What follows belongs to an exercise in optimizing a design on an open flow for a short achievable clock period and few clock cycles; a production flow would make more cautious choices.
Only simulation tests tie the RTL to the original design; equivalence was not proved.

==> sierra <==
Design dcache_ctrl, start of the top module:
module dcache_ctrl #(
  parameter int INDEX_BITS = 4
) (
  input  logic        clk,
  input  logic        rst,
  input  logic [31:0] address,
  input  logic [31:0] writeData,
  input  logic        memRead,
  input  logic        memWrite,
  output logic [31:0] readData,
  output logic        hit,
  output logic        memReq,
  output logic        memWe,
  output logic [31:0] memAddr,
  output logic [31:0] memWriteData,
  input  logic        memReady,
  input  logic [31:0] memReadData
);
  localparam int LINE_WORDS = 4;
  localparam int LINES      = 1 << INDEX_BITS;
  localparam int SLOTS      = LINES * LINE_WORDS;
  localparam int TAG_W      = 28 - INDEX_BITS;
  logic [SLOTS-1:0]      wvalid;
  logic [TAG_W-1:0]      tag_arr  [LINES];
  logic [31:0]           data_arr [SLOTS];
  logic                  cv;         
  logic                  hit_q;      
  logic                  cand_q;     
  logic [31:0]           rp_q;
  logic [31:0]           rq0_q;
  logic [31:0]           rq1_q;
  logic                  mreq_q;     
  logic                  mwe_q;      
  logic                  we_q;       
  logic [31:2]           maddr_q;    
  logic [31:0]           mwd_q;      
  logic                  mown_q;     
  logic [SLOTS-1:0]      sdec_q;     
  ...
==> module dcache_ctrl, before the edit <==
module dcache_ctrl #(
  parameter int INDEX_BITS = 4
) (
  input  logic        clk,
  input  logic        rst,
  input  logic [31:0] address,
  input  logic [31:0] writeData,
  input  logic        memRead,
  input  logic        memWrite,
  output logic [31:0] readData,
  output logic        hit,
  output logic        memReq,
  output logic        memWe,
  output logic [31:0] memAddr,
  output logic [31:0] memWriteData,
  input  logic        memReady,
  input  logic [31:0] memReadData
);
  localparam int LINE_WORDS = 4;
  localparam int LINES      = 1 << INDEX_BITS;
  localparam int SLOTS      = LINES * LINE_WORDS;
  localparam int TAG_W      = 28 - INDEX_BITS;
  logic [SLOTS-1:0]      wvalid;
  logic [TAG_W-1:0]      tag_arr  [LINES];
  logic [31:0]           data_arr [SLOTS];
  logic                  cv;         
  logic                  hit_q;      
  logic                  cand_q;     
  logic [31:0]           rp_q;
  logic [31:0]           rq0_q;
  logic [31:0]           rq1_q;
  logic                  mreq_q;     
  logic                  mwe_q;      
  logic                  we_q;       
  logic [31:2]           maddr_q;    
  logic [31:0]           mwd_q;      
  logic                  mown_q;     
  logic [SLOTS-1:0]      sdec_q;     
  logic                  rf_active;
  logic [27:0]           rf_line;    
  logic [1:0]            rf_word;    
  logic [1:0]            rf_cnt;     
  logic                  tw_q;       
  logic                  unused_byte_offset;
  assign unused_byte_offset = ^address[1:0];
  logic [31:2]           a;
  logic [1:0]            a_word;
  logic [INDEX_BITS-1:0] a_index;
  logic [TAG_W-1:0]      a_tag;
  logic [5:0]            a_slot;
  assign a       = address[31:2];
  assign a_word  = a[3:2];
  assign a_index = a[3+INDEX_BITS:4];
  assign a_tag   = a[31:4+INDEX_BITS];
  assign a_slot  = a[3+INDEX_BITS:2];
  logic req, is_st, is_ld;
  assign req   = memRead || memWrite;
  assign is_st = memWrite;
  assign is_ld = memRead && !memWrite;
  logic [LINES-1:0] tag_m, word_v;
  always_comb begin
    for (int i = 0; i < LINES; i++) begin
      tag_m[i]  = (tag_arr[i] == a_tag);
      word_v[i] = tag_m[i] && wvalid[i*LINE_WORDS + a_word];
    end
  end
  logic rf_on;    
  assign rf_on = rf_active && !mwe_q;
  logic tag_eq, word_valid, line_pend, match;
  assign tag_eq     = tag_m[a_index];
  assign word_valid = word_v[a_index];
  assign line_pend  = rf_active && (rf_line == a[31:4]);
  assign match      = rf_on && ({rf_line, rf_word} == a);
  assign memReq       = mreq_q;
  assign memWe        = we_q;
  assign memAddr      = {maddr_q, 2'b00};
  assign memWriteData = mwd_q;
  logic rf_beat, rf_last, rf_busy;
  assign rf_beat = rf_on && memReady;
  assign rf_last = rf_beat && (rf_cnt == 2'd3);
  assign rf_busy = rf_active && !rf_last;    
  logic done, act;
  assign done = hit_q || (cand_q && memReady);
  assign act  = req && !done;    
  assign hit  = done;
  assign readData = rq0_q | rq1_q | (memReadData & rp_q);
  logic ld_go;    
  assign ld_go = act && is_ld && !line_pend && !rf_busy;
  logic start_rf;
  assign start_rf = ld_go && !word_valid;
  logic ld_next;
  assign ld_next = (start_rf && cv) ||
                   (line_pend && !rf_last && !match &&
                    ((rf_beat ? rf_word + 2'd1 : rf_word) == a_word));
  logic st_hold, ld_cand;
  assign st_hold = act && is_st;              
  assign ld_cand = act && is_ld && ld_next;   
  always_ff @(posedge clk or posedge rst) begin
    if (rst) begin
      cv        <= 1'b0;
      hit_q     <= 1'b0;
      cand_q    <= 1'b0;
      mreq_q    <= 1'b0;
      mwe_q     <= 1'b0;
      we_q      <= 1'b0;
      rf_active <= 1'b0;
      tw_q      <= 1'b0;
      wvalid    <= '0;
    end else begin
      cv     <= act;
      hit_q  <= act && is_ld && (word_valid || (match && memReady));
      cand_q <= st_hold || ld_cand;
      rf_active <= rf_busy || start_rf;
      tw_q      <= start_rf;
      mreq_q    <= st_hold || rf_busy || start_rf;
      mwe_q     <= st_hold;
      we_q      <= st_hold || !(rf_busy || start_rf);
      for (int s = 0; s < SLOTS; s++) begin
        if (rf_beat && {rf_line[INDEX_BITS-1:0], rf_word} == s) wvalid[s] <= 1'b1;
      end
      for (int i = 0; i < LINES; i++) begin
        if (ld_go && !word_v[i] && a_index == i) wvalid[i*LINE_WORDS +: LINE_WORDS] <= '0;
      end
    end
  end
  logic [31:0] lo_n, hi_n;
  logic        pass_n;
  assign lo_n = match ? memReadData : (a_slot[5] ? 32'd0 : data_arr[{1'b0, a_slot[4:0]}]);
  assign hi_n = (match || !a_slot[5]) ? 32'd0 : data_arr[{1'b1, a_slot[4:0]}];
  assign pass_n  = !match && (cv || (line_pend && !wvalid[rf_line[INDEX_BITS-1:0]*LINE_WORDS + a_word]));
  logic [31:0] wdata;
  assign wdata = mwe_q ? writeData : memReadData;    
  always_ff @(posedge clk) begin
    rp_q  <= lo_n | {32{pass_n}};
    rq0_q <= lo_n & {32{!pass_n}};
    rq1_q <= hi_n & {32{!pass_n}};
    if (rf_busy) begin
      rf_line <= rf_line;
      rf_word <= rf_beat ? rf_word + 2'd1 : rf_word;
      rf_cnt  <= rf_beat ? rf_cnt + 2'd1 : rf_cnt;
    end else begin
      rf_line <= a[31:4];
      rf_word <= a_word;
      rf_cnt  <= 2'd0;
    end
    if (rf_busy && !st_hold) maddr_q <= {rf_line, rf_beat ? rf_word + 2'd1 : rf_word};
    else                     maddr_q <= a;
    mwd_q <= writeData;
    if (!mwe_q) begin
      mown_q <= tag_eq;
      for (int s = 0; s < SLOTS; s++) sdec_q[s] <= (a_slot == s);
    end
    for (int s = 0; s < SLOTS; s++) begin
      if ((rf_on && {rf_line[INDEX_BITS-1:0], rf_word} == s) ||
          (mwe_q && mown_q && sdec_q[s])) data_arr[s] <= wdata;
    end
    if (tw_q) tag_arr[rf_line[INDEX_BITS-1:0]] <= rf_line[27:INDEX_BITS];
  end
endmodule
Settings: LEC_CHECK=0, ABC_CLOCK_PERIOD_IN_PS=1000, CAP_MARGIN=20, CORE_MARGIN=2, CORE_UTILIZATION=40, SETUP_SLACK_MARGIN=3.3, SLEW_MARGIN=20, TNS_END_PERCENT=10; clock period 6.0 ns.
run.sh (not shown) runs the stock make flow with config.mk's settings and CLKGATE_MAP_FILE= SYNTH_SCRIPT=/design/flow/synth_recipe.tcl, a recipe that flattens the netlist after the stock synthesis.
==> harbor (differences from sierra) <==
--- a/flow/design.v
+++ b/flow/design.v
@@ -42,4 +42,5 @@
   logic [1:0]            rf_cnt;     
   logic                  tw_q;       
+  logic [SLOTS-1:0]      rfdec_q;    
   logic                  unused_byte_offset;
   assign unused_byte_offset = ^address[1:0];
@@ -90,7 +91,7 @@
   assign start_rf = ld_go && !word_valid;
   logic ld_next;
-  assign ld_next = (start_rf && cv) ||
+  assign ld_next = cv && (start_rf ||
                    (line_pend && !rf_last && !match &&
-                    ((rf_beat ? rf_word + 2'd1 : rf_word) == a_word));
+                    ((rf_beat ? rf_word + 2'd1 : rf_word) == a_word)));
   logic st_hold, ld_cand;
   assign st_hold = act && is_st;              
@@ -117,5 +118,5 @@
       we_q      <= st_hold || !(rf_busy || start_rf);
       for (int s = 0; s < SLOTS; s++) begin
-        if (rf_beat && {rf_line[INDEX_BITS-1:0], rf_word} == s) wvalid[s] <= 1'b1;
+        if (rf_beat && rfdec_q[s]) wvalid[s] <= 1'b1;
       end
       for (int i = 0; i < LINES; i++) begin
@@ -128,5 +129,5 @@
   assign lo_n = match ? memReadData : (a_slot[5] ? 32'd0 : data_arr[{1'b0, a_slot[4:0]}]);
   assign hi_n = (match || !a_slot[5]) ? 32'd0 : data_arr[{1'b1, a_slot[4:0]}];
-  assign pass_n  = !match && (cv || (line_pend && !wvalid[rf_line[INDEX_BITS-1:0]*LINE_WORDS + a_word]));
+  assign pass_n  = cv && !match;
   logic [31:0] wdata;
   assign wdata = mwe_q ? writeData : memReadData;    
@@ -139,8 +140,14 @@
       rf_word <= rf_beat ? rf_word + 2'd1 : rf_word;
       rf_cnt  <= rf_beat ? rf_cnt + 2'd1 : rf_cnt;
+      if (rf_beat) begin
+        for (int s = 0; s < SLOTS; s++) begin
+          rfdec_q[s] <= rfdec_q[(s & ~(LINE_WORDS-1)) | ((s + LINE_WORDS - 1) & (LINE_WORDS-1))];
+        end
+      end
     end else begin
       rf_line <= a[31:4];
       rf_word <= a_word;
       rf_cnt  <= 2'd0;
+      for (int s = 0; s < SLOTS; s++) rfdec_q[s] <= (a_slot == s);
     end
     if (rf_busy && !st_hold) maddr_q <= {rf_line, rf_beat ? rf_word + 2'd1 : rf_word};
@@ -152,5 +159,5 @@
     end
     for (int s = 0; s < SLOTS; s++) begin
-      if ((rf_on && {rf_line[INDEX_BITS-1:0], rf_word} == s) ||
+      if ((rf_on && rfdec_q[s]) ||
           (mwe_q && mown_q && sdec_q[s])) data_arr[s] <= wdata;
     end
Settings changed: ABC_CLOCK_PERIOD_IN_PS 1000 to 500, CORE_UTILIZATION 40 to 50, SETUP_SLACK_MARGIN 3.3 to 3.4, TNS_END_PERCENT 10 to default.
==> qor.csv <==
metric;value;unit
outcome;timing/DRC/antenna clean;
worst_slew_pin_slew;1.36;ns
wl;391000;um
critPathCapture;readData[21];
crit_required;4.80;ns
whs_path_depth;3;
grt_max_degree;69;
yosys-top-cells-area;edfxtp_1, a22oi_1, dfxtp_1;
yosys-mux-area-fraction;0.0183;
endpoint_kind;output pin;
syn_to_final_growth;24.7;%
place.gp.congestion;0.814;
core;209000;sq um
critPathArrivalTime;1.87;ns
wl_met2;174000;um
met3WireLength;54700;um
The numbers above come from harbor.

==> qor.csv <==
metric;value;unit
place.gp.congestion;0.858;
core;254000;sq um
seq_share;0.640;
yosys-top-cells-area;edfxtp_1, a22oi_1, dfxtp_1;
whs_path_depth;2;
worst_slew_pin_slew;1.13;ns
endpoint_kind;flop;
outcome;timing/DRC/antenna clean;
critPathCapture;data_arr[60][31];
wl_met2;172000;um
syn_to_final_growth;23.3;%
powerClk;0.0176;W
wl;379000;um
yosys-mux-area-fraction;0.0113;
crit_required;6.56;ns
grt_max_degree;73;
The numbers above come from sierra.

Testbench counts of sierra, summed over its fixed seeds: cycles 44,488.
Testbench counts of harbor, summed over its fixed seeds: cycles 44,488.

-- port drivers added, routing unchanged --
Ports are ideal in the flow. The routed layouts listed here were re-timed in OpenROAD. Step 1 (the two cells are an assumption about what drives the block):
set clk [get_ports {clk}]
set_driving_cell -lib_cell sky130_fd_sc_hd__clkbuf_16 $clk
set_driving_cell -lib_cell sky130_fd_sc_hd__buf_2 [delete_from_list [all_inputs] $clk]
Step 2 moves the port delays by t, midway between the first and last clock arrival at a register: inputs arrive t later, outputs are due t later. That takes back most of the time a late clock gives input paths. Three values: ideal ports, drivers, drivers and shift; two values: the first two.
run	t (ns)	slack for setup (ns)	worst hold slack (ns)	worst setup path at the end	cell pins on the clock port's net
sierra	1.002	2.795 / 2.671 / 1.669	0.457 / 0.417 / 0.484	input to register	1
harbor	1.042	2.929 / 2.863 / 2.207	0.468 / 0.419 / 0.471	input to register	1
After both steps every run listed still meets setup and hold. For sierra, which loses most, drivers alone change the setup slack by -0.124 ns; drivers and shift together by -1.126 ns.
